This is an optimization exercise on Yosys and OpenROAD, whose aim is small area, a short achievable clock period and few clock cycles, not a production implementation.
In this exercise RTL edits were held to simulation tests only and were not proved equivalent to the original.

==> module pkt_loopback_top, before the edit <==
module pkt_loopback_top (
    input  logic  rd_clk,
    input  logic  rd_rst_n,
    input  logic  link_up,
    input  logic  rx_valid,
    input  pkt_loopback_pkg::beat_t rx_beat,
    output logic  tx_valid,
    output pkt_loopback_pkg::beat_t tx_beat,
    input  logic  tx_ready
);
    localparam int N  = 16;          
    localparam int W  = 64 + 3 + 1;   
    localparam int P  = 4;           
    localparam int PW = 64 / P;
    logic [W-1:0] slot [N];
    logic [P-1:1] carry;             
    logic [N-1:0] v;                 
    logic [N-1:0] move;              
    logic         pop;
    logic         tv;                
    logic         next_sop;          
    logic         out_sop;
    assign pop = tv && tx_ready;
    logic [N:1]   full;              
    logic [N-1:0] v_stay;            
    logic [N-1:0] v_shift;           
    logic [N-1:0] v_nxt;
    always_comb begin
        full[N] = 1'b1;
        for (int i = N - 1; i >= 1; i--) begin
            full[i] = full[i+1] && v[i];
        end
        move[0] = rx_valid;
        for (int i = 1; i < N; i++) begin
            move[i] = v[i-1] && (!full[i] || pop);
        end
        v_stay[0]  = rx_valid || (v[0] && full[1]);
        v_shift[0] = rx_valid;
        for (int i = 1; i < N; i++) begin
            v_stay[i]  = (v[i-1] && !full[i]) || (v[i] && full[i+1]);
            v_shift[i] = v[i-1];
        end
        v_nxt = pop ? v_shift : v_stay;
    end
    logic [W-1:0] step [P];
    logic [P-1:0] cout;
    always_comb begin
        for (int i = 0; i < P; i++) begin
            logic         cin;
            logic [PW-1:0] part;
            cin     = (i == 0) ? 1'b1 : carry[i == 0 ? 1 : i];
            part    = slot[i][i*PW +: PW];
            step[i] = slot[i];
            step[i][i*PW +: PW] = part + PW'(cin);
            cout[i] = cin && (&part);
        end
    end
    always_ff @(posedge rd_clk) begin
        if (move[0]) begin
            slot[0] <= {rx_beat.eop,
                        rx_beat.empty & {3{rx_beat.eop}},
                        rx_beat.data};
        end
        for (int i = 1; i <= P; i++) begin
            if (move[i]) begin
                slot[i] <= step[i-1];
            end
        end
        for (int i = 1; i < P; i++) begin
            if (move[i]) begin
                carry[i] <= cout[i-1];
            end
        end
        for (int i = P + 1; i < N - 1; i++) begin
            if (move[i]) begin
                slot[i] <= slot[i-1];
            end
        end
    end
    logic keep_top;
    assign keep_top = v[N-1] && !pop;
    always_ff @(posedge rd_clk) begin
        slot[N-1] <= (slot[N-2] & {W{move[N-1]}}) | (slot[N-1] & {W{keep_top}});
        out_sop   <= (next_sop & move[N-1]) | (out_sop & keep_top);
    end
    always_ff @(posedge rd_clk or negedge rd_rst_n) begin
        if (!rd_rst_n) begin
            v        <= '0;
            tv       <= 1'b0;
            next_sop <= 1'b1;
        end else begin
            v        <= v_nxt;
            if (move[N-1]) begin
                next_sop <= slot[N-2][W-1];
            end
            tv       <= v_nxt[N-1] && link_up;
        end
    end
    always_ff @(posedge rd_clk) begin
        tx_valid <= v_nxt[N-1] && link_up;
    end
    assign tx_beat = {out_sop, slot[N-1]};
endmodule
==> flow/config.mk <==
export PLATFORM = sky130hd
export DESIGN_NAME = pkt_loopback_top
export DESIGN_NICKNAME = pkt_loopback_top
export VERILOG_FILES = /design/flow/design.v
export SDC_FILE = /design/flow/constraint.sdc
export NUM_CORES = 4
export LEC_CHECK = 0
export CAP_MARGIN = 20
export CORE_MARGIN = 2
export CORE_UTILIZATION = 65
export CTS_CLUSTER_DIAMETER = 70
export CTS_CLUSTER_SIZE = 24
export SETUP_SLACK_MARGIN = 2.9
export SLEW_MARGIN = 20
==> flow/constraint.sdc <==
create_clock -name core_clock -period 5.0 [get_ports {rd_clk}]
set_input_delay 1.0000 -clock core_clock [delete_from_list [all_inputs] [get_ports {rd_clk}]]
set_output_delay 1.0000 -clock core_clock [all_outputs]
set_load 0.01 [all_outputs]
standard.sh (not shown) runs the stock make flow with config.mk's settings and CLKGATE_MAP_FILE= SYNTH_SCRIPT=/design/flow/synth_recipe.tcl, a recipe that flattens the netlist after the stock synthesis.
==> flow/flow/run.sh <==
#!/bin/bash
# The standard layout, except that the port buffers are buf_2 cells rather
# than the delay buffer that buffer_ports picks by default. Every port still
# gets its own buffer. The make output goes to standard_flow.log here; ORFS
# keeps each step's log under orfs/logs.
set -euo pipefail
bash standard.sh BUFFER_PORTS_ARGS="-buffer_cell sky130_fd_sc_hd__buf_2" finish > standard_flow.log 2>&1
The starting point ran to the end with no violations.
Testbench counts at the start, summed over its fixed seeds: cycles 4,916.
Change:
--- a/flow/design.v
+++ b/flow/design.v
@@ -37,26 +37,40 @@
     logic         next_sop;          
     logic         out_sop;
     assign pop = tv && tx_ready;
-    logic [N:1]   full;              
+    logic [N-1:1] room;              
+    logic [N:0]   none;              
+    logic [N:0]   one;               
+    logic [N-1:0] none_below_top;    
     logic [N-1:0] v_stay;            
     logic [N-1:0] v_shift;           
     logic [N-1:0] v_nxt;
+    logic [N-1:1] room_nxt;
     always_comb begin
-        full[N] = 1'b1;
-        for (int i = N - 1; i >= 1; i--) begin
-            full[i] = full[i+1] && v[i];
+        none[N] = 1'b1;
+        one[N]  = 1'b1;
+        for (int i = N - 1; i >= 0; i--) begin
+            none[i] = none[i+1] && v[i];
+            one[i]  = v[i] ? one[i+1] : none[i+1];
+        end
+        none_below_top[N-1] = 1'b1;
+        for (int i = N - 2; i >= 0; i--) begin
+            none_below_top[i] = none_below_top[i+1] && v[i];
         end
         move[0] = rx_valid;
         for (int i = 1; i < N; i++) begin
-            move[i] = v[i-1] && (!full[i] || pop);
+            move[i] = room[i] || (v[i-1] && pop);
         end
-        v_stay[0]  = rx_valid || (v[0] && full[1]);
+        v_stay[0]  = rx_valid || (v[0] && none[1]);
         v_shift[0] = rx_valid;
         for (int i = 1; i < N; i++) begin
-            v_stay[i]  = (v[i-1] && !full[i]) || (v[i] && full[i+1]);
+            v_stay[i]  = room[i] || (v[i] && none[i+1]);
             v_shift[i] = v[i-1];
         end
         v_nxt = pop ? v_shift : v_stay;
+        room_nxt[1] = rx_valid && (pop ? !none_below_top[0] : !one[0]);
+        for (int i = 2; i < N; i++) begin
+            room_nxt[i] = v[i-2] && (pop ? !none_below_top[i-1] : !one[i-1]);
+        end
     end
     logic [W-1:0] step [P];
     logic [P-1:0] cout;
@@ -102,10 +116,12 @@
     always_ff @(posedge rd_clk or negedge rd_rst_n) begin
         if (!rd_rst_n) begin
             v        <= '0;
+            room     <= '0;
             tv       <= 1'b0;
             next_sop <= 1'b1;
         end else begin
             v        <= v_nxt;
+            room     <= room_nxt;
             if (move[N-1]) begin
                 next_sop <= slot[N-2][W-1];
             end
=>
- The new run finished clean
- routed wire length climbs by 2.1%
- critical path depth drops by 6
- first-iteration DRC count climbs by 14%
- die area climbs by about 2%
- cell area climbs by 1.8%
- global-route usage is about the same
- synthesized area climbs by about 2%
Testbench counts after the change, summed over its fixed seeds: cycles 4,916.

what the ideal ports hide:
How much do the figures lean on ideal ports? The routed layouts below were timed once more, with nothing changed but the port constraints. Step 1, drivers: a clkbuf_16 drives rd_clk and a buf_2 each remaining input, both assumed. Step 2 adds t to the input delays and takes it off the output delays; t is the mean of the earliest and latest rising clock arrival at the registers after step 1. Input paths then give back, and output paths get back, about the clock's delay inside the block. Slacks: ideal / step 1 / step 2; pairs: ideal / step 1.
run | t (ns) | setup WS [ns] | slew at the worst register clock pin (ns) | worst data-port slew with drivers (ns) | cell pins on the clock port's net
the first run | 0.657 | 2.942 / 2.889 / 2.327 | 0.09 / 0.09 | 0.05 | 1
the second run | 0.655 | 2.930 / 2.871 / 2.376 | 0.09 / 0.09 | 0.05 | 1
After both steps setup and hold are still met in every run listed. For the first run, which loses most, drivers alone change the setup slack by -0.053 ns; drivers and shift together by -0.615 ns.
